This design comes from an exercise in tuning for small area on the open sky130 flow, not from production work.
Power and IR drop assume default switching activity.

Design stereo_cap_top, start of the top module:
module stereo_cap_top (
    input  logic               clk_50_4m,
    input  logic               rst,
    input  logic               cam_vsync,
    input  logic               cam_href,
    input  logic               cam_byte_valid,
    input  logic [7:0]         cam_data,
    output logic               vid_hs,
    output logic               vid_vs,
    output logic               vid_de,
    output logic [23:0]        vid_rgb,     
    output logic [8-1:0] frames_stored,
    output logic [8-1:0] frames_dropped
);
==> module frame_buf_mem, before the edit <==
module frame_buf_mem (
    input  logic                clk_50_4m,
    input  logic                rst,
    input  logic [3:0]          vt_phase,
    input  logic [2:0]          vt_row,
    input  logic                mem_wr_en,
    input  logic                mem_wr_restart,
    input  ctrl_pkg::bank_t     mem_wr_bank,
    input  ctrl_pkg::fb_addr_t  mem_wr_addr,
    input  logic [15:0]         mem_wr_data,
    input  logic                mem_rd_en,
    input  ctrl_pkg::bank_t     mem_rd_bank,
    output logic [15:0]         mem_rd_data     
);
    localparam int NQ = 8;
    logic [15:0]        q_mem [NQ];
    logic [3:0]         q_cnt;
    ctrl_pkg::fb_addr_t q_addr;     
    ctrl_pkg::bank_t    q_bank;
    logic               q_deq;
    logic [3:0]         q_left;
    ctrl_pkg::fb_addr_t q_addr_n;
    ctrl_pkg::bank_t    q_bank_n;
    logic [15:0]        q_head;
    assign q_deq  = (q_cnt != 4'd0) && (q_addr[3:0] == vt_phase);
    assign q_left = q_cnt - 4'(q_deq);
    assign q_head = q_mem[vt_phase[2:0]];
    always_comb begin
        q_addr_n = q_addr;
        q_bank_n = q_bank;
        if (mem_wr_en && q_left == 4'd0) begin
            q_addr_n = mem_wr_addr;
            q_bank_n = mem_wr_bank;
        end else if (q_deq) begin
            q_addr_n = q_addr + 1'b1;
            q_bank_n = q_bank ^ (&q_addr);
        end
    end
    always_ff @(posedge clk_50_4m) begin
        if (mem_wr_en) begin
            q_mem[mem_wr_addr[2:0]] <= mem_wr_data;
        end
    end
    always_ff @(posedge clk_50_4m) begin
        q_addr <= q_addr_n;
        q_bank <= q_bank_n;
        if (rst) begin
            q_cnt <= '0;
        end else begin
            if (mem_wr_restart) begin
                q_cnt <= (q_left != 4'd0 && q_bank_n != mem_wr_bank) ?
                         4'd8 - 4'(q_addr_n[2:0]) : 4'd0;
            end else begin
                q_cnt <= q_left + 4'(mem_wr_en);
            end
        end
    end
    logic [15:0] tap [2][8];
    for (genvar b = 0; b < 2; b++) begin : g_bank
        for (genvar y = 0; y < 8; y++) begin : g_row
            logic [16*16-1:0] lp;
            logic             ld;
            assign ld = q_deq && (q_bank == b) && (q_addr[6:4] == y);
            always_ff @(posedge clk_50_4m) begin
                lp <= {lp[15*16-1:0], (q_head & {16{ld}}) | (lp[16*16-1 -: 16] & ~{16{ld}})};
            end
            assign tap[b][y] = lp[16*((y % 2 == 0) ? 0 : 8) +: 16];
        end
    end
    logic       rd_en_q;
    logic       rd_bank_q;
    logic [2:0] rd_row_q;
    always_ff @(posedge clk_50_4m) begin
        rd_en_q   <= mem_rd_en;
        rd_bank_q <= mem_rd_bank;
        rd_row_q  <= vt_row;
    end
    assign mem_rd_data = rd_en_q ? tap[rd_bank_q][rd_row_q] : '0;
endmodule
clock: 10.0 ns
lec_check: 0
cap_margin: 20
core_margin: 2
core_utilization: 70
cts_cluster_diameter: 100
cts_cluster_size: 26
slew_margin: 20
synth_memory_max_bits: 8192
standard.sh (not shown) runs the stock make flow with config.mk's settings and CLKGATE_MAP_FILE= SYNTH_SCRIPT=/design/flow/synth_recipe.tcl, a recipe that flattens the netlist after the stock synthesis.
==> flow/flow/run.sh <==
#!/bin/bash
# The standard layout (standard.sh) with three changes to how it is made:
#  - synthesis: the standard flow's synthesis script unchanged, except that its ABC
#    technology mapping uses an area-oriented script (flow/abc_map.script)
#    in place of ORFS's speed script. Flip-flops are mapped before ABC
#    runs, so the registers are those of the standard synthesis.
#  - clock tree: sink clusters of up to 26 flops within 100 um, and no
#    dummy loads (they only pad leaf buffers for balance)
#  - port buffers: the smallest buffer, buf_1, instead of the default pick
# Floorplan, power grid, taps, placement and routing are the standard
# flow. make's full output goes to standard.log in this folder; ORFS's
# per-step logs stay under orfs/logs.
set -euo pipefail
W=$PWD
cat > "$W/area_synth.tcl" <<EOF
proc abc {args} {
  set i [lsearch \$args -script]
  if {\$i >= 0} { lset args [expr {\$i + 1}] $W/flow/abc_map.script }
  yosys abc {*}\$args
}
source $W/synth_recipe.tcl
EOF
export CTS_ARGS="-sink_clustering_enable -repair_clock_nets -sink_clustering_size 26 -sink_clustering_max_diameter 100 -dont_use_dummy_load"
export BUFFER_PORTS_ARGS="-buffer_cell sky130_fd_sc_hd__buf_1"
bash standard.sh finish "SYNTH_SCRIPT=$W/area_synth.tcl" > standard.log 2>&1
==> flow/flow/abc_map.script <==
strash
dch
amap
topo
stime -c
Change:
--- a/flow/design.v
+++ b/flow/design.v
@@ -136,38 +136,43 @@
     input  logic [15:0]         mem_wr_data,
     input  logic                mem_rd_en,
     input  ctrl_pkg::bank_t     mem_rd_bank,
     output logic [15:0]         mem_rd_data     
 );
     localparam int NQ = 8;
-    logic [15:0]        q_mem [NQ];
+    logic [NQ*16-1:0]   q_lp;
+    logic [2:0]         q_ins;
     logic [3:0]         q_cnt;
     ctrl_pkg::fb_addr_t q_addr;     
     ctrl_pkg::bank_t    q_bank;
     logic               q_deq;
     logic [3:0]         q_left;
     ctrl_pkg::fb_addr_t q_addr_n;
     ctrl_pkg::bank_t    q_bank_n;
     logic [15:0]        q_head;
     assign q_deq  = (q_cnt != 4'd0) && (q_addr[3:0] == vt_phase);
     assign q_left = q_cnt - 4'(q_deq);
-    assign q_head = q_mem[vt_phase[2:0]];
+    assign q_head = q_lp[15:0];
+    assign q_ins  = 3'(vt_phase[2:0] + 3'd1 - mem_wr_addr[2:0]);
     always_comb begin
         q_addr_n = q_addr;
         q_bank_n = q_bank;
         if (mem_wr_en && q_left == 4'd0) begin
             q_addr_n = mem_wr_addr;
             q_bank_n = mem_wr_bank;
         end else if (q_deq) begin
             q_addr_n = q_addr + 1'b1;
             q_bank_n = q_bank ^ (&q_addr);
         end
     end
-    always_ff @(posedge clk_50_4m) begin
-        if (mem_wr_en) begin
-            q_mem[mem_wr_addr[2:0]] <= mem_wr_data;
+    for (genvar i = 0; i < NQ; i++) begin : g_qpos
+        logic ins;
+        assign ins = mem_wr_en && (q_ins == 3'(i));
+        always_ff @(posedge clk_50_4m) begin
+            q_lp[16*i +: 16] <= (mem_wr_data & {16{ins}}) |
+                                (q_lp[16*((i + NQ - 1) % NQ) +: 16] & ~{16{ins}});
         end
     end
     always_ff @(posedge clk_50_4m) begin
         q_addr <= q_addr_n;
         q_bank <= q_bank_n;
         if (rst) begin
- clock-buffer cell count does not change
- final area decreases by 0.88%
- utilization increases by 0.28 points
- sequential share of layout area is lower by 0.51 points
- power fell by 1.8%
- worst setup slack improves by 610 ps
- maximum frequency rises by 10%
- wire length drops by about 4%
- area after synthesis goes down by about 0.9%
- critical path depth is unchanged
- worst hold slack gains 8.8 ps
- non-clock buffer count climbs by 1
- final cell count went up by about 2.4%
No functional check of the RTL was part of any run of this note.

==> re-timing with driven ports <==
No port has a modelled driver above. Below, the same layouts with a new extraction and two added sets of constraints.
Step 1: set_driving_cell puts a clkbuf_16 on clk_50_4m and a buf_2 on each other input, an assumption about the parent block.
Step 2, shift: input delay + t, output delay - t, t = (earliest + latest rising clock arrival at the registers) / 2. This alone moves slack from input paths to output paths.
a / b / c = ideal ports / drivers / drivers and shift; a / b = the first two.
run | t, ns | setup slack, ns | pins driven straight from the clock port
the first run | 0.865 | 3.562 / 3.483 / 4.348 | 1
the second run | 0.854 | 4.169 / 4.095 / 4.949 | 1
After both steps every run listed still meets setup and hold.
